Source: an optimization exercise on an open RTL-to-GDS flow (aim: small area, a short achievable clock period and few clock cycles per item). Production flows keep margins and buffers that such runs may drop.
RTL that was checked went through simulation tests only; none was proved equivalent to the original.
For run 1, only the layout was checked, not whether the RTL still works.
No activity file was given, so power comes from the tool's default toggle rates.

## flow/design.v (module list and top-level ports; edited modules follow where they fit)
// module qubit_measure: 4363 lines
// module qm_fa: 10 lines
// module qm_ha: 9 lines
// module qm_bsel: 10 lines
module qubit_measure (
    input  logic               clk,
    input  logic               rst,
    input  logic               in_valid,
    output logic               in_ready,
    input  logic signed [15:0] in_alpha,
    input  logic signed [15:0] in_beta,
    output logic               out_valid,
    input  logic               out_ready,
    output logic               out_bit,
    output logic [15:0]        out_alpha,
    output logic [15:0]        out_beta,
    output logic               out_err
);
  // ...
==> flow/flow/run.sh <==
#!/bin/bash
set -euo pipefail
export SETUP_SLACK_MARGIN=7.6
export POST_SYNTH_TCL="$(pwd)/flow/downsize.tcl"
bash standard.sh > standard.log 2>&1
==> flow/flow/downsize.tcl <==
# Run after synthesis (POST_SYNTH_TCL): set every combinational cell that
# synthesis gave a drive strength above 1 to its drive-1 variant. The timing
# repair later sizes up what the critical paths need. Registers keep their
# cell type and size.
set n 0
foreach inst [get_cells *] {
  set m [get_property $inst ref_name]
  if {[regexp {^(sky130_fd_sc_hd__[a-z0-9]+)_([0-9]+)$} $m -> base sz] && $sz > 1} {
    if {[regexp {df|dl|sdf|edf|conb|clkbuf|clkinv|clkdly|tap|fill|decap} $base]} { continue }
    set cand "${base}_1"
    if {[llength [get_lib_cells -quiet */$cand]] > 0} {
      replace_cell $inst $cand
      incr n
    }
  }
}
puts "downsize: $n cells set to drive strength 1"
==> flow/standard.sh <==
#!/bin/bash
# synth_recipe.tcl (not shown) runs the flow's synth.tcl, then flattens the netlist and writes it again
# the make line also repeats each setting of config.mk as NAME=value (left out here)
make -C /OpenROAD-flow-scripts/flow DESIGN_CONFIG=/design/flow/config.mk WORK_HOME=/design/flow/orfs CLKGATE_MAP_FILE= SYNTH_SCRIPT=/design/flow/synth_recipe.tcl "${@:-finish}"
==> flow/config.mk <==
export PLATFORM = sky130hd
export DESIGN_NAME = qubit_measure
export DESIGN_NICKNAME = qubit_measure
export VERILOG_FILES = /design/flow/design.v
export SDC_FILE = /design/flow/constraint.sdc
export NUM_CORES = 4
export LEC_CHECK = 0
export CAP_MARGIN = 20
export CORE_MARGIN = 2
export CORE_UTILIZATION = 40
export CTS_BUF_LIST = sky130_fd_sc_hd__clkbuf_8
export CTS_CLUSTER_DIAMETER = 100
export CTS_CLUSTER_SIZE = 15
export PLACE_DENSITY = 0.75
export SLEW_MARGIN = 20
export SYNTH_HIERARCHICAL = 1
export SYNTH_MINIMUM_KEEP_SIZE = 0
==> flow/constraint.sdc <==
create_clock -name core_clock -period 11.0 [get_ports {clk}]
set_input_delay 2.2000 -clock core_clock [delete_from_list [all_inputs] [get_ports {clk}]]
set_output_delay 2.2000 -clock core_clock [all_outputs]
set_load 0.01 [all_outputs]
==> summary.md, run 1 <==
| Metric | Value |
|---|---|
| Status | complete, no violations |
| Clock buffers | 31 |
| Gp weighted congestion | approximately 0.87 |
| Clock share of power | 0.067 |
| Kind of critical path | reg -> reg |
| HP Class | reg -> reg |
| Switch Pwr | roughly 5.2 mW |
| Final Hold Fails | 0 |
| CTS buffer count | 31 |
| Die Span X | 268 um |
| Post-DP HPWL | ~47 mm |
| Fraction of area in multi-input gates | 0.634 |
| Worst path depth | 9 |
| Area growth syn-to-layout | 9.86% |
| RSZ-0062 raised after global routing | true |
| Delay-heaviest family, CP | adder cells |
| DR vias/cell | 5.46 |
| DP Area | between 20000 and 30000 um2 |
| Largest net degree at the start of global routing | 39 |
| Mapped cell area | between 20000 and 30000 um2 |
| DR vias | approximately 19000 |
| Non-Clock Inverter Count | 137 |
| Combinational share of power | 0.697 |
| Reg power frac | 0.235 |
| Post-route met1 wirelength | 28.1 mm |
| Most frequent cells in the layout | fa_1, nor2_1, dfxtp_1 |
| Fraction of area in registers | 0.259 |
| Initial antenna violation count | 1 |
| Die ar. | about 72000 um2 |
| Clk Latency, worst-skew pair | 0.67 ns |
| Layout Cells excl Fill | roughly 3500 |
| Post-CTS Hold Buffers | 0 |
| All-layer global routing usage | 0.191 |
| Post-CTS Setup Repair Bufs | 30 |
| Critical Path Max Stage Delay | 0.55 ns |
==> run 2, diff against run 1 <==
--- a/flow/design.v
+++ b/flow/design.v
@@ -2432,142 +2432,142 @@
     logic cg2374;
     logic cp2375;
-    assign pp1 = ~a_q[0];
-    assign pp2 = ~(a_q[0] | a_q[1]);
-    assign pp3 = ~(a_q[0] | a_q[2]);
-    assign pp4 = ~(a_q[0] | a_q[3]);
-    assign pp5 = ~(a_q[0] | a_q[4]);
-    assign pp6 = ~(a_q[0] | a_q[5]);
-    assign pp7 = ~(a_q[0] | a_q[6]);
-    assign pp8 = ~(a_q[0] | a_q[7]);
-    assign pp9 = ~(a_q[0] | a_q[8]);
-    assign pp10 = ~(a_q[0] | a_q[9]);
-    assign pp11 = ~(a_q[0] | a_q[10]);
-    assign pp12 = ~(a_q[0] | a_q[11]);
-    assign pp13 = ~(a_q[0] | a_q[12]);
-    assign pp14 = ~(a_q[0] | a_q[13]);
-    assign pp15 = ~(a_q[0] | a_q[14]);
-    assign pp16 = ~a_q[1];
-    assign pp17 = ~(a_q[1] | a_q[2]);
-    assign pp18 = ~(a_q[1] | a_q[3]);
-    assign pp19 = ~(a_q[1] | a_q[4]);
-    assign pp20 = ~(a_q[1] | a_q[5]);
-    assign pp21 = ~(a_q[1] | a_q[6]);
-    assign pp22 = ~(a_q[1] | a_q[7]);
-    assign pp23 = ~(a_q[1] | a_q[8]);
-    assign pp24 = ~(a_q[1] | a_q[9]);
-    assign pp25 = ~(a_q[1] | a_q[10]);
-    assign pp26 = ~(a_q[1] | a_q[11]);
-    assign pp27 = ~(a_q[1] | a_q[12]);
-    assign pp28 = ~(a_q[1] | a_q[13]);
-    assign pp29 = ~(a_q[1] | a_q[14]);
-    assign pp30 = ~a_q[15] & a_q[1];
-    assign pp31 = ~a_q[2];
-    assign pp32 = ~(a_q[2] | a_q[3]);
-    assign pp33 = ~(a_q[2] | a_q[4]);
-    assign pp34 = ~(a_q[2] | a_q[5]);
-    assign pp35 = ~(a_q[2] | a_q[6]);
-    assign pp36 = ~(a_q[2] | a_q[7]);
-    assign pp37 = ~(a_q[2] | a_q[8]);
-    assign pp38 = ~(a_q[2] | a_q[9]);
-    assign pp39 = ~(a_q[2] | a_q[10]);
-    assign pp40 = ~(a_q[2] | a_q[11]);
-    assign pp41 = ~(a_q[2] | a_q[12]);
-    assign pp42 = ~(a_q[2] | a_q[13]);
-    assign pp43 = ~(a_q[2] | a_q[14]);
-    assign pp44 = ~a_q[15] & a_q[2];
-    assign pp45 = ~a_q[3];
-    assign pp46 = ~(a_q[3] | a_q[4]);
-    assign pp47 = ~(a_q[3] | a_q[5]);
-    assign pp48 = ~(a_q[3] | a_q[6]);
-    assign pp49 = ~(a_q[3] | a_q[7]);
-    assign pp50 = ~(a_q[3] | a_q[8]);
-    assign pp51 = ~(a_q[3] | a_q[9]);
-    assign pp52 = ~(a_q[3] | a_q[10]);
-    assign pp53 = ~(a_q[3] | a_q[11]);
-    assign pp54 = ~(a_q[3] | a_q[12]);
-    assign pp55 = ~(a_q[3] | a_q[13]);
-    assign pp56 = ~(a_q[3] | a_q[14]);
-    assign pp57 = ~a_q[15] & a_q[3];
-    assign pp58 = ~a_q[4];
-    assign pp59 = ~(a_q[4] | a_q[5]);
-    assign pp60 = ~(a_q[4] | a_q[6]);
-    assign pp61 = ~(a_q[4] | a_q[7]);
-    assign pp62 = ~(a_q[4] | a_q[8]);
-    assign pp63 = ~(a_q[4] | a_q[9]);
-    assign pp64 = ~(a_q[4] | a_q[10]);
-    assign pp65 = ~(a_q[4] | a_q[11]);
-    assign pp66 = ~(a_q[4] | a_q[12]);
-    assign pp67 = ~(a_q[4] | a_q[13]);
-    assign pp68 = ~(a_q[4] | a_q[14]);
-    assign pp69 = ~a_q[15] & a_q[4];
-    assign pp70 = ~a_q[5];
-    assign pp71 = ~(a_q[5] | a_q[6]);
-    assign pp72 = ~(a_q[5] | a_q[7]);
-    assign pp73 = ~(a_q[5] | a_q[8]);
-    assign pp74 = ~(a_q[5] | a_q[9]);
-    assign pp75 = ~(a_q[5] | a_q[10]);
-    assign pp76 = ~(a_q[5] | a_q[11]);
-    assign pp77 = ~(a_q[5] | a_q[12]);
-    assign pp78 = ~(a_q[5] | a_q[13]);
-    assign pp79 = ~(a_q[5] | a_q[14]);
-    assign pp80 = ~a_q[15] & a_q[5];
-    assign pp81 = ~a_q[6];
-    assign pp82 = ~(a_q[6] | a_q[7]);
-    assign pp83 = ~(a_q[6] | a_q[8]);
-    assign pp84 = ~(a_q[6] | a_q[9]);
-    assign pp85 = ~(a_q[6] | a_q[10]);
-    assign pp86 = ~(a_q[6] | a_q[11]);
-    assign pp87 = ~(a_q[6] | a_q[12]);
-    assign pp88 = ~(a_q[6] | a_q[13]);
-    assign pp89 = ~(a_q[6] | a_q[14]);
-    assign pp90 = ~a_q[15] & a_q[6];
-    assign pp91 = ~a_q[7];
-    assign pp92 = ~(a_q[7] | a_q[8]);
-    assign pp93 = ~(a_q[7] | a_q[9]);
-    assign pp94 = ~(a_q[7] | a_q[10]);
-    assign pp95 = ~(a_q[7] | a_q[11]);
-    assign pp96 = ~(a_q[7] | a_q[12]);
-    assign pp97 = ~(a_q[7] | a_q[13]);
-    assign pp98 = ~(a_q[7] | a_q[14]);
-    assign pp99 = ~a_q[15] & a_q[7];
-    assign pp100 = ~a_q[8];
-    assign pp101 = ~(a_q[8] | a_q[9]);
-    assign pp102 = ~(a_q[8] | a_q[10]);
-    assign pp103 = ~(a_q[8] | a_q[11]);
-    assign pp104 = ~(a_q[8] | a_q[12]);
-    assign pp105 = ~(a_q[8] | a_q[13]);
-    assign pp106 = ~(a_q[8] | a_q[14]);
-    assign pp107 = ~a_q[15] & a_q[8];
-    assign pp108 = ~a_q[9];
-    assign pp109 = ~(a_q[9] | a_q[10]);
-    assign pp110 = ~(a_q[9] | a_q[11]);
-    assign pp111 = ~(a_q[9] | a_q[12]);
-    assign pp112 = ~(a_q[9] | a_q[13]);
-    assign pp113 = ~(a_q[9] | a_q[14]);
-    assign pp114 = ~a_q[15] & a_q[9];
-    assign pp115 = ~a_q[10];
-    assign pp116 = ~(a_q[10] | a_q[11]);
-    assign pp117 = ~(a_q[10] | a_q[12]);
-    assign pp118 = ~(a_q[10] | a_q[13]);
-    assign pp119 = ~(a_q[10] | a_q[14]);
-    assign pp120 = ~a_q[15] & a_q[10];
-    assign pp121 = ~a_q[11];
-    assign pp122 = ~(a_q[11] | a_q[12]);
-    assign pp123 = ~(a_q[11] | a_q[13]);
-    assign pp124 = ~(a_q[11] | a_q[14]);
-    assign pp125 = ~a_q[15] & a_q[11];
-    assign pp126 = ~a_q[12];
-    assign pp127 = ~(a_q[12] | a_q[13]);
-    assign pp128 = ~(a_q[12] | a_q[14]);
-    assign pp129 = ~a_q[15] & a_q[12];
-    assign pp130 = ~a_q[13];
-    assign pp131 = ~(a_q[13] | a_q[14]);
-    assign pp132 = ~a_q[15] & a_q[13];
-    assign pp133 = ~a_q[14];
-    assign pp134 = ~a_q[15] & a_q[14];
-    assign pp135 = ~(a_q[15] | a_q[0]);
-    assign pp136 = ~a_q[15] & a_q[0];
-    assign pp137 = ~a_q[15];
-    assign pp138 = ~a_q[15];
+    assign pp1 = a_q[0];
+    assign pp2 = a_q[0] & a_q[1];
+    assign pp3 = a_q[0] & a_q[2];
+    assign pp4 = a_q[0] & a_q[3];
+    assign pp5 = a_q[0] & a_q[4];
+    assign pp6 = a_q[0] & a_q[5];
+    assign pp7 = a_q[0] & a_q[6];
+    assign pp8 = a_q[0] & a_q[7];
+    assign pp9 = a_q[0] & a_q[8];
+    assign pp10 = a_q[0] & a_q[9];
+    assign pp11 = a_q[0] & a_q[10];
+    assign pp12 = a_q[0] & a_q[11];
+    assign pp13 = a_q[0] & a_q[12];
+    assign pp14 = a_q[0] & a_q[13];
+    assign pp15 = a_q[0] & a_q[14];
+    assign pp16 = a_q[1];
+    assign pp17 = a_q[1] & a_q[2];
+    assign pp18 = a_q[1] & a_q[3];
+    assign pp19 = a_q[1] & a_q[4];
+    assign pp20 = a_q[1] & a_q[5];
+    assign pp21 = a_q[1] & a_q[6];
+    assign pp22 = a_q[1] & a_q[7];
+    assign pp23 = a_q[1] & a_q[8];
+    assign pp24 = a_q[1] & a_q[9];
+    assign pp25 = a_q[1] & a_q[10];
+    assign pp26 = a_q[1] & a_q[11];
+    assign pp27 = a_q[1] & a_q[12];
+    assign pp28 = a_q[1] & a_q[13];
+    assign pp29 = a_q[1] & a_q[14];
+    assign pp30 = a_q[15] & ~a_q[1];
+    assign pp31 = a_q[2];
+    assign pp32 = a_q[2] & a_q[3];
+    assign pp33 = a_q[2] & a_q[4];
+    assign pp34 = a_q[2] & a_q[5];
+    assign pp35 = a_q[2] & a_q[6];
+    assign pp36 = a_q[2] & a_q[7];
+    assign pp37 = a_q[2] & a_q[8];
+    assign pp38 = a_q[2] & a_q[9];
+    assign pp39 = a_q[2] & a_q[10];
+    assign pp40 = a_q[2] & a_q[11];
+    assign pp41 = a_q[2] & a_q[12];
+    assign pp42 = a_q[2] & a_q[13];
+    assign pp43 = a_q[2] & a_q[14];
+    assign pp44 = a_q[15] & ~a_q[2];
+    assign pp45 = a_q[3];
+    assign pp46 = a_q[3] & a_q[4];
+    assign pp47 = a_q[3] & a_q[5];
+    assign pp48 = a_q[3] & a_q[6];
+    assign pp49 = a_q[3] & a_q[7];
+    assign pp50 = a_q[3] & a_q[8];
+    assign pp51 = a_q[3] & a_q[9];
+    assign pp52 = a_q[3] & a_q[10];
+    assign pp53 = a_q[3] & a_q[11];
+    assign pp54 = a_q[3] & a_q[12];
+    assign pp55 = a_q[3] & a_q[13];
+    assign pp56 = a_q[3] & a_q[14];
+    assign pp57 = a_q[15] & ~a_q[3];
+    assign pp58 = a_q[4];
+    assign pp59 = a_q[4] & a_q[5];
+    assign pp60 = a_q[4] & a_q[6];
+    assign pp61 = a_q[4] & a_q[7];
+    assign pp62 = a_q[4] & a_q[8];
+    assign pp63 = a_q[4] & a_q[9];
+    assign pp64 = a_q[4] & a_q[10];
+    assign pp65 = a_q[4] & a_q[11];
+    assign pp66 = a_q[4] & a_q[12];
+    assign pp67 = a_q[4] & a_q[13];
+    assign pp68 = a_q[4] & a_q[14];
+    assign pp69 = a_q[15] & ~a_q[4];
+    assign pp70 = a_q[5];
+    assign pp71 = a_q[5] & a_q[6];
+    assign pp72 = a_q[5] & a_q[7];
+    assign pp73 = a_q[5] & a_q[8];
+    assign pp74 = a_q[5] & a_q[9];
+    assign pp75 = a_q[5] & a_q[10];
+    assign pp76 = a_q[5] & a_q[11];
+    assign pp77 = a_q[5] & a_q[12];
+    assign pp78 = a_q[5] & a_q[13];
+    assign pp79 = a_q[5] & a_q[14];
+    assign pp80 = a_q[15] & ~a_q[5];
+    assign pp81 = a_q[6];
+    assign pp82 = a_q[6] & a_q[7];
+    assign pp83 = a_q[6] & a_q[8];
+    assign pp84 = a_q[6] & a_q[9];
+    assign pp85 = a_q[6] & a_q[10];
+    assign pp86 = a_q[6] & a_q[11];
+    assign pp87 = a_q[6] & a_q[12];
+    assign pp88 = a_q[6] & a_q[13];
+    assign pp89 = a_q[6] & a_q[14];
+    assign pp90 = a_q[15] & ~a_q[6];
+    assign pp91 = a_q[7];
+    assign pp92 = a_q[7] & a_q[8];
+    assign pp93 = a_q[7] & a_q[9];
+    assign pp94 = a_q[7] & a_q[10];
+    assign pp95 = a_q[7] & a_q[11];
+    assign pp96 = a_q[7] & a_q[12];
+    assign pp97 = a_q[7] & a_q[13];
+    assign pp98 = a_q[7] & a_q[14];
+    assign pp99 = a_q[15] & ~a_q[7];
+    assign pp100 = a_q[8];
+    assign pp101 = a_q[8] & a_q[9];
+    assign pp102 = a_q[8] & a_q[10];
+    assign pp103 = a_q[8] & a_q[11];
+    assign pp104 = a_q[8] & a_q[12];
+    assign pp105 = a_q[8] & a_q[13];
+    assign pp106 = a_q[8] & a_q[14];
+    assign pp107 = a_q[15] & ~a_q[8];
+    assign pp108 = a_q[9];
+    assign pp109 = a_q[9] & a_q[10];
+    assign pp110 = a_q[9] & a_q[11];
+    assign pp111 = a_q[9] & a_q[12];
+    assign pp112 = a_q[9] & a_q[13];
+    assign pp113 = a_q[9] & a_q[14];
+    assign pp114 = a_q[15] & ~a_q[9];
+    assign pp115 = a_q[10];
+    assign pp116 = a_q[10] & a_q[11];
+    assign pp117 = a_q[10] & a_q[12];
+    assign pp118 = a_q[10] & a_q[13];
+    assign pp119 = a_q[10] & a_q[14];
+    assign pp120 = a_q[15] & ~a_q[10];
+    assign pp121 = a_q[11];
+    assign pp122 = a_q[11] & a_q[12];
+    assign pp123 = a_q[11] & a_q[13];
+    assign pp124 = a_q[11] & a_q[14];
+    assign pp125 = a_q[15] & ~a_q[11];
+    assign pp126 = a_q[12];
+    assign pp127 = a_q[12] & a_q[13];
+    assign pp128 = a_q[12] & a_q[14];
+    assign pp129 = a_q[15] & ~a_q[12];
+    assign pp130 = a_q[13];
+    assign pp131 = a_q[13] & a_q[14];
+    assign pp132 = a_q[15] & ~a_q[13];
+    assign pp133 = a_q[14];
+    assign pp134 = a_q[15] & ~a_q[14];
+    assign pp135 = a_q[15] & a_q[0];
+    assign pp136 = a_q[15] & ~a_q[0];
+    assign pp137 = a_q[15];
+    assign pp138 = a_q[15];
     qm_ha u_qas139 (.a(pp12), .b(pp25), .s(qas139), .co(qac140));
     qm_ha u_qas141 (.a(pp13), .b(pp26), .s(qas141), .co(qac142));
@@ -2675,142 +2675,142 @@
     qm_ha u_qas345 (.a(pp132), .b(qac294), .s(qas345), .co(qac346));
     qm_ha u_qas347 (.a(pp134), .b(pp137), .s(qas347), .co(qac348));
-    assign pp349 = ~b_q[0];
-    assign pp350 = ~(b_q[0] | b_q[1]);
-    assign pp351 = ~(b_q[0] | b_q[2]);
-    assign pp352 = ~(b_q[0] | b_q[3]);
-    assign pp353 = ~(b_q[0] | b_q[4]);
-    assign pp354 = ~(b_q[0] | b_q[5]);
-    assign pp355 = ~(b_q[0] | b_q[6]);
-    assign pp356 = ~(b_q[0] | b_q[7]);
-    assign pp357 = ~(b_q[0] | b_q[8]);
-    assign pp358 = ~(b_q[0] | b_q[9]);
-    assign pp359 = ~(b_q[0] | b_q[10]);
-    assign pp360 = ~(b_q[0] | b_q[11]);
-    assign pp361 = ~(b_q[0] | b_q[12]);
-    assign pp362 = ~(b_q[0] | b_q[13]);
-    assign pp363 = ~(b_q[0] | b_q[14]);
-    assign pp364 = ~b_q[1];
-    assign pp365 = ~(b_q[1] | b_q[2]);
-    assign pp366 = ~(b_q[1] | b_q[3]);
-    assign pp367 = ~(b_q[1] | b_q[4]);
-    assign pp368 = ~(b_q[1] | b_q[5]);
-    assign pp369 = ~(b_q[1] | b_q[6]);
-    assign pp370 = ~(b_q[1] | b_q[7]);
-    assign pp371 = ~(b_q[1] | b_q[8]);
-    assign pp372 = ~(b_q[1] | b_q[9]);
-    assign pp373 = ~(b_q[1] | b_q[10]);
-    assign pp374 = ~(b_q[1] | b_q[11]);
-    assign pp375 = ~(b_q[1] | b_q[12]);
-    assign pp376 = ~(b_q[1] | b_q[13]);
-    assign pp377 = ~(b_q[1] | b_q[14]);
-    assign pp378 = ~b_q[15] & b_q[1];
-    assign pp379 = ~b_q[2];
-    assign pp380 = ~(b_q[2] | b_q[3]);
-    assign pp381 = ~(b_q[2] | b_q[4]);
-    assign pp382 = ~(b_q[2] | b_q[5]);
-    assign pp383 = ~(b_q[2] | b_q[6]);
-    assign pp384 = ~(b_q[2] | b_q[7]);
-    assign pp385 = ~(b_q[2] | b_q[8]);
-    assign pp386 = ~(b_q[2] | b_q[9]);
-    assign pp387 = ~(b_q[2] | b_q[10]);
-    assign pp388 = ~(b_q[2] | b_q[11]);
-    assign pp389 = ~(b_q[2] | b_q[12]);
-    assign pp390 = ~(b_q[2] | b_q[13]);
-    assign pp391 = ~(b_q[2] | b_q[14]);
-    assign pp392 = ~b_q[15] & b_q[2];
-    assign pp393 = ~b_q[3];
-    assign pp394 = ~(b_q[3] | b_q[4]);
-    assign pp395 = ~(b_q[3] | b_q[5]);
-    assign pp396 = ~(b_q[3] | b_q[6]);
-    assign pp397 = ~(b_q[3] | b_q[7]);
-    assign pp398 = ~(b_q[3] | b_q[8]);
-    assign pp399 = ~(b_q[3] | b_q[9]);
-    assign pp400 = ~(b_q[3] | b_q[10]);
-    assign pp401 = ~(b_q[3] | b_q[11]);
-    assign pp402 = ~(b_q[3] | b_q[12]);
-    assign pp403 = ~(b_q[3] | b_q[13]);
-    assign pp404 = ~(b_q[3] | b_q[14]);
-    assign pp405 = ~b_q[15] & b_q[3];
-    assign pp406 = ~b_q[4];
-    assign pp407 = ~(b_q[4] | b_q[5]);
-    assign pp408 = ~(b_q[4] | b_q[6]);
-    assign pp409 = ~(b_q[4] | b_q[7]);
-    assign pp410 = ~(b_q[4] | b_q[8]);
-    assign pp411 = ~(b_q[4] | b_q[9]);
-    assign pp412 = ~(b_q[4] | b_q[10]);
-    assign pp413 = ~(b_q[4] | b_q[11]);
-    assign pp414 = ~(b_q[4] | b_q[12]);
-    assign pp415 = ~(b_q[4] | b_q[13]);
-    assign pp416 = ~(b_q[4] | b_q[14]);
-    assign pp417 = ~b_q[15] & b_q[4];
-    assign pp418 = ~b_q[5];
-    assign pp419 = ~(b_q[5] | b_q[6]);
-    assign pp420 = ~(b_q[5] | b_q[7]);
-    assign pp421 = ~(b_q[5] | b_q[8]);
-    assign pp422 = ~(b_q[5] | b_q[9]);
-    assign pp423 = ~(b_q[5] | b_q[10]);
-    assign pp424 = ~(b_q[5] | b_q[11]);
-    assign pp425 = ~(b_q[5] | b_q[12]);
-    assign pp426 = ~(b_q[5] | b_q[13]);
-    assign pp427 = ~(b_q[5] | b_q[14]);
-    assign pp428 = ~b_q[15] & b_q[5];
-    assign pp429 = ~b_q[6];
-    assign pp430 = ~(b_q[6] | b_q[7]);
-    assign pp431 = ~(b_q[6] | b_q[8]);
-    assign pp432 = ~(b_q[6] | b_q[9]);
-    assign pp433 = ~(b_q[6] | b_q[10]);
-    assign pp434 = ~(b_q[6] | b_q[11]);
-    assign pp435 = ~(b_q[6] | b_q[12]);
-    assign pp436 = ~(b_q[6] | b_q[13]);
-    assign pp437 = ~(b_q[6] | b_q[14]);
-    assign pp438 = ~b_q[15] & b_q[6];
-    assign pp439 = ~b_q[7];
-    assign pp440 = ~(b_q[7] | b_q[8]);
-    assign pp441 = ~(b_q[7] | b_q[9]);
-    assign pp442 = ~(b_q[7] | b_q[10]);
-    assign pp443 = ~(b_q[7] | b_q[11]);
-    assign pp444 = ~(b_q[7] | b_q[12]);
-    assign pp445 = ~(b_q[7] | b_q[13]);
-    assign pp446 = ~(b_q[7] | b_q[14]);
-    assign pp447 = ~b_q[15] & b_q[7];
-    assign pp448 = ~b_q[8];
-    assign pp449 = ~(b_q[8] | b_q[9]);
-    assign pp450 = ~(b_q[8] | b_q[10]);
-    assign pp451 = ~(b_q[8] | b_q[11]);
-    assign pp452 = ~(b_q[8] | b_q[12]);
-    assign pp453 = ~(b_q[8] | b_q[13]);
-    assign pp454 = ~(b_q[8] | b_q[14]);
-    assign pp455 = ~b_q[15] & b_q[8];
-    assign pp456 = ~b_q[9];
-    assign pp457 = ~(b_q[9] | b_q[10]);
-    assign pp458 = ~(b_q[9] | b_q[11]);
-    assign pp459 = ~(b_q[9] | b_q[12]);
-    assign pp460 = ~(b_q[9] | b_q[13]);
-    assign pp461 = ~(b_q[9] | b_q[14]);
-    assign pp462 = ~b_q[15] & b_q[9];
-    assign pp463 = ~b_q[10];
-    assign pp464 = ~(b_q[10] | b_q[11]);
-    assign pp465 = ~(b_q[10] | b_q[12]);
-    assign pp466 = ~(b_q[10] | b_q[13]);
-    assign pp467 = ~(b_q[10] | b_q[14]);
-    assign pp468 = ~b_q[15] & b_q[10];
-    assign pp469 = ~b_q[11];
-    assign pp470 = ~(b_q[11] | b_q[12]);
-    assign pp471 = ~(b_q[11] | b_q[13]);
-    assign pp472 = ~(b_q[11] | b_q[14]);
-    assign pp473 = ~b_q[15] & b_q[11];
-    assign pp474 = ~b_q[12];
-    assign pp475 = ~(b_q[12] | b_q[13]);
-    assign pp476 = ~(b_q[12] | b_q[14]);
-    assign pp477 = ~b_q[15] & b_q[12];
-    assign pp478 = ~b_q[13];
-    assign pp479 = ~(b_q[13] | b_q[14]);
-    assign pp480 = ~b_q[15] & b_q[13];
-    assign pp481 = ~b_q[14];
-    assign pp482 = ~b_q[15] & b_q[14];
-    assign pp483 = ~(b_q[15] | b_q[0]);
-    assign pp484 = ~b_q[15] & b_q[0];
-    assign pp485 = ~b_q[15];
-    assign pp486 = ~b_q[15];
+    assign pp349 = b_q[0];
+    assign pp350 = b_q[0] & b_q[1];
+    assign pp351 = b_q[0] & b_q[2];
+    assign pp352 = b_q[0] & b_q[3];
+    assign pp353 = b_q[0] & b_q[4];
+    assign pp354 = b_q[0] & b_q[5];
+    assign pp355 = b_q[0] & b_q[6];
+    assign pp356 = b_q[0] & b_q[7];
+    assign pp357 = b_q[0] & b_q[8];
+    assign pp358 = b_q[0] & b_q[9];
+    assign pp359 = b_q[0] & b_q[10];
+    assign pp360 = b_q[0] & b_q[11];
+    assign pp361 = b_q[0] & b_q[12];
+    assign pp362 = b_q[0] & b_q[13];
+    assign pp363 = b_q[0] & b_q[14];
+    assign pp364 = b_q[1];
+    assign pp365 = b_q[1] & b_q[2];
+    assign pp366 = b_q[1] & b_q[3];
+    assign pp367 = b_q[1] & b_q[4];
+    assign pp368 = b_q[1] & b_q[5];
+    assign pp369 = b_q[1] & b_q[6];
+    assign pp370 = b_q[1] & b_q[7];
+    assign pp371 = b_q[1] & b_q[8];
+    assign pp372 = b_q[1] & b_q[9];
+    assign pp373 = b_q[1] & b_q[10];
+    assign pp374 = b_q[1] & b_q[11];
+    assign pp375 = b_q[1] & b_q[12];
+    assign pp376 = b_q[1] & b_q[13];
+    assign pp377 = b_q[1] & b_q[14];
+    assign pp378 = b_q[15] & ~b_q[1];
+    assign pp379 = b_q[2];
+    assign pp380 = b_q[2] & b_q[3];
+    assign pp381 = b_q[2] & b_q[4];
+    assign pp382 = b_q[2] & b_q[5];
+    assign pp383 = b_q[2] & b_q[6];
+    assign pp384 = b_q[2] & b_q[7];
+    assign pp385 = b_q[2] & b_q[8];
+    assign pp386 = b_q[2] & b_q[9];
+    assign pp387 = b_q[2] & b_q[10];
+    assign pp388 = b_q[2] & b_q[11];
+    assign pp389 = b_q[2] & b_q[12];
+    assign pp390 = b_q[2] & b_q[13];
+    assign pp391 = b_q[2] & b_q[14];
+    assign pp392 = b_q[15] & ~b_q[2];
+    assign pp393 = b_q[3];
+    assign pp394 = b_q[3] & b_q[4];
+    assign pp395 = b_q[3] & b_q[5];
+    assign pp396 = b_q[3] & b_q[6];
+    assign pp397 = b_q[3] & b_q[7];
+    assign pp398 = b_q[3] & b_q[8];
+    assign pp399 = b_q[3] & b_q[9];
+    assign pp400 = b_q[3] & b_q[10];
+    assign pp401 = b_q[3] & b_q[11];
+    assign pp402 = b_q[3] & b_q[12];
+    assign pp403 = b_q[3] & b_q[13];
+    assign pp404 = b_q[3] & b_q[14];
+    assign pp405 = b_q[15] & ~b_q[3];
+    assign pp406 = b_q[4];
+    assign pp407 = b_q[4] & b_q[5];
+    assign pp408 = b_q[4] & b_q[6];
+    assign pp409 = b_q[4] & b_q[7];
+    assign pp410 = b_q[4] & b_q[8];
+    assign pp411 = b_q[4] & b_q[9];
+    assign pp412 = b_q[4] & b_q[10];
+    assign pp413 = b_q[4] & b_q[11];
+    assign pp414 = b_q[4] & b_q[12];
+    assign pp415 = b_q[4] & b_q[13];
+    assign pp416 = b_q[4] & b_q[14];
+    assign pp417 = b_q[15] & ~b_q[4];
+    assign pp418 = b_q[5];
+    assign pp419 = b_q[5] & b_q[6];
+    assign pp420 = b_q[5] & b_q[7];
+    assign pp421 = b_q[5] & b_q[8];
+    assign pp422 = b_q[5] & b_q[9];
+    assign pp423 = b_q[5] & b_q[10];
+    assign pp424 = b_q[5] & b_q[11];
+    assign pp425 = b_q[5] & b_q[12];
+    assign pp426 = b_q[5] & b_q[13];
+    assign pp427 = b_q[5] & b_q[14];
+    assign pp428 = b_q[15] & ~b_q[5];
+    assign pp429 = b_q[6];
+    assign pp430 = b_q[6] & b_q[7];
+    assign pp431 = b_q[6] & b_q[8];
+    assign pp432 = b_q[6] & b_q[9];
+    assign pp433 = b_q[6] & b_q[10];
+    assign pp434 = b_q[6] & b_q[11];
+    assign pp435 = b_q[6] & b_q[12];
+    assign pp436 = b_q[6] & b_q[13];
+    assign pp437 = b_q[6] & b_q[14];
+    assign pp438 = b_q[15] & ~b_q[6];
+    assign pp439 = b_q[7];
+    assign pp440 = b_q[7] & b_q[8];
+    assign pp441 = b_q[7] & b_q[9];
+    assign pp442 = b_q[7] & b_q[10];
+    assign pp443 = b_q[7] & b_q[11];
+    assign pp444 = b_q[7] & b_q[12];
+    assign pp445 = b_q[7] & b_q[13];
+    assign pp446 = b_q[7] & b_q[14];
+    assign pp447 = b_q[15] & ~b_q[7];
+    assign pp448 = b_q[8];
+    assign pp449 = b_q[8] & b_q[9];
+    assign pp450 = b_q[8] & b_q[10];
+    assign pp451 = b_q[8] & b_q[11];
+    assign pp452 = b_q[8] & b_q[12];
+    assign pp453 = b_q[8] & b_q[13];
+    assign pp454 = b_q[8] & b_q[14];
+    assign pp455 = b_q[15] & ~b_q[8];
+    assign pp456 = b_q[9];
+    assign pp457 = b_q[9] & b_q[10];
+    assign pp458 = b_q[9] & b_q[11];
+    assign pp459 = b_q[9] & b_q[12];
+    assign pp460 = b_q[9] & b_q[13];
+    assign pp461 = b_q[9] & b_q[14];
+    assign pp462 = b_q[15] & ~b_q[9];
+    assign pp463 = b_q[10];
+    assign pp464 = b_q[10] & b_q[11];
+    assign pp465 = b_q[10] & b_q[12];
+    assign pp466 = b_q[10] & b_q[13];
+    assign pp467 = b_q[10] & b_q[14];
+    assign pp468 = b_q[15] & ~b_q[10];
+    assign pp469 = b_q[11];
+    assign pp470 = b_q[11] & b_q[12];
+    assign pp471 = b_q[11] & b_q[13];
+    assign pp472 = b_q[11] & b_q[14];
+    assign pp473 = b_q[15] & ~b_q[11];
+    assign pp474 = b_q[12];
+    assign pp475 = b_q[12] & b_q[13];
+    assign pp476 = b_q[12] & b_q[14];
+    assign pp477 = b_q[15] & ~b_q[12];
+    assign pp478 = b_q[13];
+    assign pp479 = b_q[13] & b_q[14];
+    assign pp480 = b_q[15] & ~b_q[13];
+    assign pp481 = b_q[14];
+    assign pp482 = b_q[15] & ~b_q[14];
+    assign pp483 = b_q[15] & b_q[0];
+    assign pp484 = b_q[15] & ~b_q[0];
+    assign pp485 = b_q[15];
+    assign pp486 = b_q[15];
     qm_ha u_qbs487 (.a(pp360), .b(pp373), .s(qbs487), .co(qbc488));
     qm_ha u_qbs489 (.a(pp361), .b(pp374), .s(qbs489), .co(qbc490));
@@ -3522,5 +3522,5 @@
     assign np1357 = ~p0_q[30];
     assign bnn1358 = ~en_q[0];
-    assign bp1359 = (e1_q[0] & t_q[0]) ^ en_q[0];
+    qm_bsel u_bp1359 (.one(e1_q[0]), .two(e2_q[0]), .neg(en_q[0]), .x1(t_q[0]), .x0(1'b0), .p(bp1359));
     qm_bsel u_bp1360 (.one(e1_q[0]), .two(e2_q[0]), .neg(en_q[0]), .x1(t_q[1]), .x0(t_q[0]), .p(bp1360));
     qm_bsel u_bp1361 (.one(e1_q[0]), .two(e2_q[0]), .neg(en_q[0]), .x1(t_q[2]), .x0(t_q[1]), .p(bp1361));
@@ -3553,7 +3553,7 @@
     qm_bsel u_bp1388 (.one(e1_q[0]), .two(e2_q[0]), .neg(en_q[0]), .x1(t_q[29]), .x0(t_q[28]), .p(bp1388));
     qm_bsel u_bp1389 (.one(e1_q[0]), .two(e2_q[0]), .neg(en_q[0]), .x1(t_q[30]), .x0(t_q[29]), .p(bp1389));
-    assign bp1390 = (e2_q[0] & t_q[30]) ^ en_q[0];
+    qm_bsel u_bp1390 (.one(e1_q[0]), .two(e2_q[0]), .neg(en_q[0]), .x1(1'b0), .x0(t_q[30]), .p(bp1390));
     assign bnn1391 = ~en_q[1];
-    assign bp1392 = (e1_q[1] & t_q[0]) ^ en_q[1];
+    qm_bsel u_bp1392 (.one(e1_q[1]), .two(e2_q[1]), .neg(en_q[1]), .x1(t_q[0]), .x0(1'b0), .p(bp1392));
     qm_bsel u_bp1393 (.one(e1_q[1]), .two(e2_q[1]), .neg(en_q[1]), .x1(t_q[1]), .x0(t_q[0]), .p(bp1393));
     qm_bsel u_bp1394 (.one(e1_q[1]), .two(e2_q[1]), .neg(en_q[1]), .x1(t_q[2]), .x0(t_q[1]), .p(bp1394));
@@ -3586,7 +3586,7 @@
     qm_bsel u_bp1421 (.one(e1_q[1]), .two(e2_q[1]), .neg(en_q[1]), .x1(t_q[29]), .x0(t_q[28]), .p(bp1421));
     qm_bsel u_bp1422 (.one(e1_q[1]), .two(e2_q[1]), .neg(en_q[1]), .x1(t_q[30]), .x0(t_q[29]), .p(bp1422));
-    assign bp1423 = (e2_q[1] & t_q[30]) ^ en_q[1];
+    qm_bsel u_bp1423 (.one(e1_q[1]), .two(e2_q[1]), .neg(en_q[1]), .x1(1'b0), .x0(t_q[30]), .p(bp1423));
     assign bnn1424 = ~en_q[2];
-    assign bp1425 = (e1_q[2] & t_q[0]) ^ en_q[2];
+    qm_bsel u_bp1425 (.one(e1_q[2]), .two(e2_q[2]), .neg(en_q[2]), .x1(t_q[0]), .x0(1'b0), .p(bp1425));
     qm_bsel u_bp1426 (.one(e1_q[2]), .two(e2_q[2]), .neg(en_q[2]), .x1(t_q[1]), .x0(t_q[0]), .p(bp1426));
     qm_bsel u_bp1427 (.one(e1_q[2]), .two(e2_q[2]), .neg(en_q[2]), .x1(t_q[2]), .x0(t_q[1]), .p(bp1427));
@@ -3619,7 +3619,7 @@
     qm_bsel u_bp1454 (.one(e1_q[2]), .two(e2_q[2]), .neg(en_q[2]), .x1(t_q[29]), .x0(t_q[28]), .p(bp1454));
     qm_bsel u_bp1455 (.one(e1_q[2]), .two(e2_q[2]), .neg(en_q[2]), .x1(t_q[30]), .x0(t_q[29]), .p(bp1455));
-    assign bp1456 = (e2_q[2] & t_q[30]) ^ en_q[2];
+    qm_bsel u_bp1456 (.one(e1_q[2]), .two(e2_q[2]), .neg(en_q[2]), .x1(1'b0), .x0(t_q[30]), .p(bp1456));
     assign bnn1457 = ~en_q[3];
-    assign bp1458 = (e1_q[3] & t_q[0]) ^ en_q[3];
+    qm_bsel u_bp1458 (.one(e1_q[3]), .two(e2_q[3]), .neg(en_q[3]), .x1(t_q[0]), .x0(1'b0), .p(bp1458));
     qm_bsel u_bp1459 (.one(e1_q[3]), .two(e2_q[3]), .neg(en_q[3]), .x1(t_q[1]), .x0(t_q[0]), .p(bp1459));
     qm_bsel u_bp1460 (.one(e1_q[3]), .two(e2_q[3]), .neg(en_q[3]), .x1(t_q[2]), .x0(t_q[1]), .p(bp1460));
@@ -3652,7 +3652,7 @@
     qm_bsel u_bp1487 (.one(e1_q[3]), .two(e2_q[3]), .neg(en_q[3]), .x1(t_q[29]), .x0(t_q[28]), .p(bp1487));
     qm_bsel u_bp1488 (.one(e1_q[3]), .two(e2_q[3]), .neg(en_q[3]), .x1(t_q[30]), .x0(t_q[29]), .p(bp1488));
-    assign bp1489 = (e2_q[3] & t_q[30]) ^ en_q[3];
+    qm_bsel u_bp1489 (.one(e1_q[3]), .two(e2_q[3]), .neg(en_q[3]), .x1(1'b0), .x0(t_q[30]), .p(bp1489));
     assign bnn1490 = ~en_q[4];
-    assign bp1491 = (e1_q[4] & t_q[0]) ^ en_q[4];
+    qm_bsel u_bp1491 (.one(e1_q[4]), .two(e2_q[4]), .neg(en_q[4]), .x1(t_q[0]), .x0(1'b0), .p(bp1491));
     qm_bsel u_bp1492 (.one(e1_q[4]), .two(e2_q[4]), .neg(en_q[4]), .x1(t_q[1]), .x0(t_q[0]), .p(bp1492));
     qm_bsel u_bp1493 (.one(e1_q[4]), .two(e2_q[4]), .neg(en_q[4]), .x1(t_q[2]), .x0(t_q[1]), .p(bp1493));
@@ -3685,7 +3685,7 @@
     qm_bsel u_bp1520 (.one(e1_q[4]), .two(e2_q[4]), .neg(en_q[4]), .x1(t_q[29]), .x0(t_q[28]), .p(bp1520));
     qm_bsel u_bp1521 (.one(e1_q[4]), .two(e2_q[4]), .neg(en_q[4]), .x1(t_q[30]), .x0(t_q[29]), .p(bp1521));
-    assign bp1522 = (e2_q[4] & t_q[30]) ^ en_q[4];
+    qm_bsel u_bp1522 (.one(e1_q[4]), .two(e2_q[4]), .neg(en_q[4]), .x1(1'b0), .x0(t_q[30]), .p(bp1522));
     assign bnn1523 = ~en_q[5];
-    assign bp1524 = (e1_q[5] & t_q[0]) ^ en_q[5];
+    qm_bsel u_bp1524 (.one(e1_q[5]), .two(e2_q[5]), .neg(en_q[5]), .x1(t_q[0]), .x0(1'b0), .p(bp1524));
     qm_bsel u_bp1525 (.one(e1_q[5]), .two(e2_q[5]), .neg(en_q[5]), .x1(t_q[1]), .x0(t_q[0]), .p(bp1525));
     qm_bsel u_bp1526 (.one(e1_q[5]), .two(e2_q[5]), .neg(en_q[5]), .x1(t_q[2]), .x0(t_q[1]), .p(bp1526));
@@ -3718,7 +3718,7 @@
     qm_bsel u_bp1553 (.one(e1_q[5]), .two(e2_q[5]), .neg(en_q[5]), .x1(t_q[29]), .x0(t_q[28]), .p(bp1553));
     qm_bsel u_bp1554 (.one(e1_q[5]), .two(e2_q[5]), .neg(en_q[5]), .x1(t_q[30]), .x0(t_q[29]), .p(bp1554));
-    assign bp1555 = (e2_q[5] & t_q[30]) ^ en_q[5];
+    qm_bsel u_bp1555 (.one(e1_q[5]), .two(e2_q[5]), .neg(en_q[5]), .x1(1'b0), .x0(t_q[30]), .p(bp1555));
     assign bnn1556 = ~en_q[6];
-    assign bp1557 = (e1_q[6] & t_q[0]) ^ en_q[6];
+    qm_bsel u_bp1557 (.one(e1_q[6]), .two(e2_q[6]), .neg(en_q[6]), .x1(t_q[0]), .x0(1'b0), .p(bp1557));
     qm_bsel u_bp1558 (.one(e1_q[6]), .two(e2_q[6]), .neg(en_q[6]), .x1(t_q[1]), .x0(t_q[0]), .p(bp1558));
     qm_bsel u_bp1559 (.one(e1_q[6]), .two(e2_q[6]), .neg(en_q[6]), .x1(t_q[2]), .x0(t_q[1]), .p(bp1559));
@@ -3751,7 +3751,7 @@
     qm_bsel u_bp1586 (.one(e1_q[6]), .two(e2_q[6]), .neg(en_q[6]), .x1(t_q[29]), .x0(t_q[28]), .p(bp1586));
     qm_bsel u_bp1587 (.one(e1_q[6]), .two(e2_q[6]), .neg(en_q[6]), .x1(t_q[30]), .x0(t_q[29]), .p(bp1587));
-    assign bp1588 = (e2_q[6] & t_q[30]) ^ en_q[6];
+    qm_bsel u_bp1588 (.one(e1_q[6]), .two(e2_q[6]), .neg(en_q[6]), .x1(1'b0), .x0(t_q[30]), .p(bp1588));
     assign bnn1589 = ~en_q[7];
-    assign bp1590 = (e1_q[7] & t_q[0]) ^ en_q[7];
+    qm_bsel u_bp1590 (.one(e1_q[7]), .two(e2_q[7]), .neg(en_q[7]), .x1(t_q[0]), .x0(1'b0), .p(bp1590));
     qm_bsel u_bp1591 (.one(e1_q[7]), .two(e2_q[7]), .neg(en_q[7]), .x1(t_q[1]), .x0(t_q[0]), .p(bp1591));
     qm_bsel u_bp1592 (.one(e1_q[7]), .two(e2_q[7]), .neg(en_q[7]), .x1(t_q[2]), .x0(t_q[1]), .p(bp1592));
@@ -3784,5 +3784,5 @@
     qm_bsel u_bp1619 (.one(e1_q[7]), .two(e2_q[7]), .neg(en_q[7]), .x1(t_q[29]), .x0(t_q[28]), .p(bp1619));
     qm_bsel u_bp1620 (.one(e1_q[7]), .two(e2_q[7]), .neg(en_q[7]), .x1(t_q[30]), .x0(t_q[29]), .p(bp1620));
-    assign bp1621 = (e2_q[7] & t_q[30]) ^ en_q[7];
+    qm_bsel u_bp1621 (.one(e1_q[7]), .two(e2_q[7]), .neg(en_q[7]), .x1(1'b0), .x0(t_q[30]), .p(bp1621));
     assign bm1622 = er15_q & t_q[0];
     assign bm1623 = er15_q & t_q[1];
@@ -4275,6 +4275,6 @@
     assign cp2375 = cp2367 & cp2373;
     always_ff @(posedge clk) begin
-        a_q <= ~in_alpha;
-        b_q <= ~in_beta;
+        a_q <= in_alpha;
+        b_q <= in_beta;
         sa0_q <= {qac348, qac346, qac344, qac342, qac340, qac338, qac336, qac334, qac332, qac330, qac328, qac326, qac324, qac322, qac320, qac318, qac316, qac314, qac312, qac310, qac308, qac306, qac304, qac302, qac300, qac298, qac296, qas295, pp3, pp2, 1'b0, pp1};
         sb0_q <= {pp138, qas347, qas345, qas343, qas341, qas339, qas337, qas335, qas333, qas331, qas329, qas327, qas325, qas323, qas321, qas319, qas317, qas315, qas313, qas311, qas309, qas307, qas305, qas303, qas301, qas299, qas297, pp31, 1'b0, pp16, 1'b0, 1'b0};
@@ -4282,5 +4282,5 @@
         cm_q <= {qms755, qms753, qms751, qms749, qms747, qms745, qms743, qms741, qms739, qms737, qms735, qms733, qms731, qms729, qms727, qms725, qms723, qms721, qms719, qms717, qms715, qms713, qms711, qms709, qms707, qms705, qms703, qms701, qms699, pp350, 1'b0, pp349};
         sb1_q <= {pp486, qbs695, qbs693, qbs691, qbs689, qbs687, qbs685, qbs683, qbs681, qbs679, qbs677, qbs675, qbs673, qbs671, qbs669, qbs667, qbs665, qbs663, qbs661, qbs659, qbs657, qbs655, qbs653, qbs651, qbs649, qbs647, qbs645, pp379, 1'b0, pp364, 1'b0, 1'b0};
-        zs_q <= (a_q == 16'hffff) && (b_q == 16'hffff);
+        zs_q <= (a_q == 16'd0) && (b_q == 16'd0);
         p0_q <= p0_d[30:0];
         t_q <= t_d;
==> summary.md, run 2 <==
| Metric | Value |
|---|---|
| Req. time, crit path | 11.48 ns |
| Least-Margin Pin Slew | a little over 0.8 ns |
| CTS Buffer Depth | 3 |
| Final Hold Fails | 0 (unchanged) |
| Leak pwr | roughly 12 nW |
| RSZ-0062 raised after global routing | true |
| Biggest regs | xa_q: 37 flops, xb_q: 37 flops, t_q: 32 flops |
| Period utilization | 0.306 |
| All-layer global routing usage | 0.186 (-0.00547) |
| Clk Latency, worst-skew pair | 0.63 ns (-0.04 ns) |
| Worst relative slew slack | 0.441 |
| Total power | about 12 mW |
| H-tree depth | 2 |
| Critical Path Max Stage Delay | 0.66 ns (+0.11 ns) |
| Crit path capture type | register |
| Status | complete, no violations |
| Final TNS setup | 0 ns |
| Most used cell along the critical path | fa_1 |
| Clk sinks | between 300 and 400 |
| Area growth syn-to-layout | 10.7% |
| DR vias/cell | 5.48 (+0.40%) |
| Kind of critical path | reg -> reg |
| Largest net degree at the start of global routing | 39 (unchanged) |
| Post-DP HPWL | 45.1 mm (-3.7%) |
| Clock slew at reported path FFs | between 0.1 and 0.15 ns |
| Cell chain of the critical path | and2_1 -> fa_1 -> fa_1 -> fa_1 -> fa_1 -> fa_1 |
| Nets | between 3000 and 4000 |
| Most frequent cells in the layout | fa_1, dfxtp_1, xnor2_1 |
| CTS Root Cell | clkbuf_8 |
| Final routed DRC violation total | 0 |
| Crit start category | register |
| Row cnt | between 90 and 100 |
| F_max | ~300 MHz |
| Critical Path Slowest Stage Cell | fa_1 |
| DRT Wirelength | roughly 68 mm |
| CTS tree | built |
| Congestion Overflow GR | 0 |
| First-pass GRT wire length | between 100 and 150 mm |
| Post-Route Utilization | 0.446 |
| Max VDD drop | around 0.00023 V |
| Synth Instances | about 2400 |
| Share of cells above drive strength 1 | 0.0795 |
| 1st-iter DRT viols | 1944 |
| Per-cell routed wire length | between 15 and 20 um |
| Crit-path max FO | 17 |
| I/O Buffers | just over 40 |
| Syn. warnings | 7 |
| IO Pins | 72 |
| Mapped cell area | 28100 um2 (+0.89%) |
| Commonest non-fill, non-tap cell in the layout | fa_1 |
| Gp weighted congestion | 0.820 (-6.0%) |
| CTS buffer count | 34 (+9.7%) |
| Die H | 269 um |
| Detailed Routing Iterations Pass 1 | 6 |
| Final slew viol count | 0 |
| Tmin final | 3.37 ns |
| Pwr/cell area | about 370 nW/um2 |
| WP data arrival | around 3.9 ns |
| Routed Antenna Nets | 0 |
| Initial antenna violation count | 1 (unchanged) |
| Starting density of the core | 0.403 |
| Die ar. | 72400 um2 (+0.88%) |
| Setup Skew | around 0.046 ns |
| DR vias | 18952 (-0.95%) |
| Syn_area_per_cell | roughly 12 um2 |
| Post-route cell area | roughly 31000 um2 |
| DP Area | 29800 um2 (+1.3%) |
| Vias in the first global route | roughly 20000 |
| HP Class | reg -> reg |
| Setup violators final | 0 |
| Die Span X | 269 um (+0.44%) |
| Max cap viols | 0 |
| Core ar. | ~70000 um2 |
-- run 2: cell types whose count changed in the layout (fill, tap and decap cells not counted), moves of 8 or more --
cell / delta
nor2_1: -235
and2_1: +212
inv_1: -63
nor2b_1: +28
buf_4: -25
conb_1: +16
fa_1: +13
fa_2: -13
a22oi_1: +12
nand2_1: -12
nor4_1: +8
-- run 2: final cells by class --
class,count,area (um2)
sequential,385,7930
antenna,1,2.50
timing repair buffer,86,936
clock inverter,13,136
inverter,76,289
clock buffer,35,482
multi-input combinational,1922,20200
tap,940,1180
fill,6363,38700
-- run 2: stage by stage --
stage	setup WS (ns)	hold slack (ns)	std cells
2_1_floorplan	7.51	0.310	2461
3_3_place_gp	6.69	0.313	3385
5_1_grt	7.54	0.344	3458
6_report	7.63	0.335	3458
3_5_place_dp	6.66	0.314	3385
4_1_cts	7.51	0.336	3441
-- run 2: where the power goes --
group | leakage [nW] | switching, mW | total [mW] | internal [mW]
Sequential | 3.25 | 0.613 | 2.75 | 2.14
Clock | 0.330 | 0.486 | 0.834 | 0.348
Combinational | 8.76 | 4.15 | 7.96 | 3.81
-- run 2: what timing repair did --
item | in CTS | in global routing
hold buffers | 0 | 0
cloned | 2 | 0
setup endpoints to repair | 82 | 60
resized for setup | 88 | 76
pin swaps | 3 | 16
buffers inserted | 6 | 16
-- run 2: final timing paths --
path | from | end | slack (ns) | depth (start not counted)
max | a_q[14]$_DFF_P_ | cm_q[18]$_DFF_P_ | 7.63 | 6
min | zs_q$_DFF_P_ | zt_q$_DFF_P_ | 0.34 | 0
max reg2reg | a_q[14]$_DFF_P_ | cm_q[18]$_DFF_P_ | 7.63 | 6
min reg2reg | zs_q$_DFF_P_ | zt_q$_DFF_P_ | 0.34 | 0
-- run 2: per-layer routing --
metal,vias up,wire [um],GRT usage,part of all wire
met5,-,0,0.00132,0
met3,180,5960,0.0388,0.087
met2,923,31400,0.301,0.46
li1,8290,-,-,-
met4,0,2300,0.0710,0.034
met1,9559,28600,0.245,0.42
-- run 2: critical path: cells and delay by family, from the launching register on --
family	cells	cell delay, ns
fa+ha+maj	5	2.51
flops	1	0.53
simple gates	1	0.22
Testbench counts of run 2, summed over its fixed seeds: cycles 2,088, items 2,048.

[static timing again, ports no longer ideal]
The results above use ideal ports. As a check the final layouts listed here were re-extracted and re-timed, cells and wires unchanged. Step 1 assumes that a clkbuf_16 drives the clock port and a buf_2 every other input. Step 2 moves the port delays by t, midway between the first and last clock arrival at a register: inputs arrive t later, outputs are due t later. That takes back most of the time a late clock gives input paths. a / b / c = ideal / step 1 / step 2; a / b = the first two.
run | t (ns) | setup slack, ns | worst setup path at the end | worst slew at a driven data input, ns
run 1 | 0.722 | 7.584 / 7.564 / 7.300 | input to register | 0.05
run 2 | 0.655 | 7.629 / 7.607 / 7.160 | input to register | 0.04
After both steps every run listed still meets setup and hold. For run 2, which loses most, drivers alone change the setup slack by -0.022 ns; drivers and shift together by -0.469 ns.
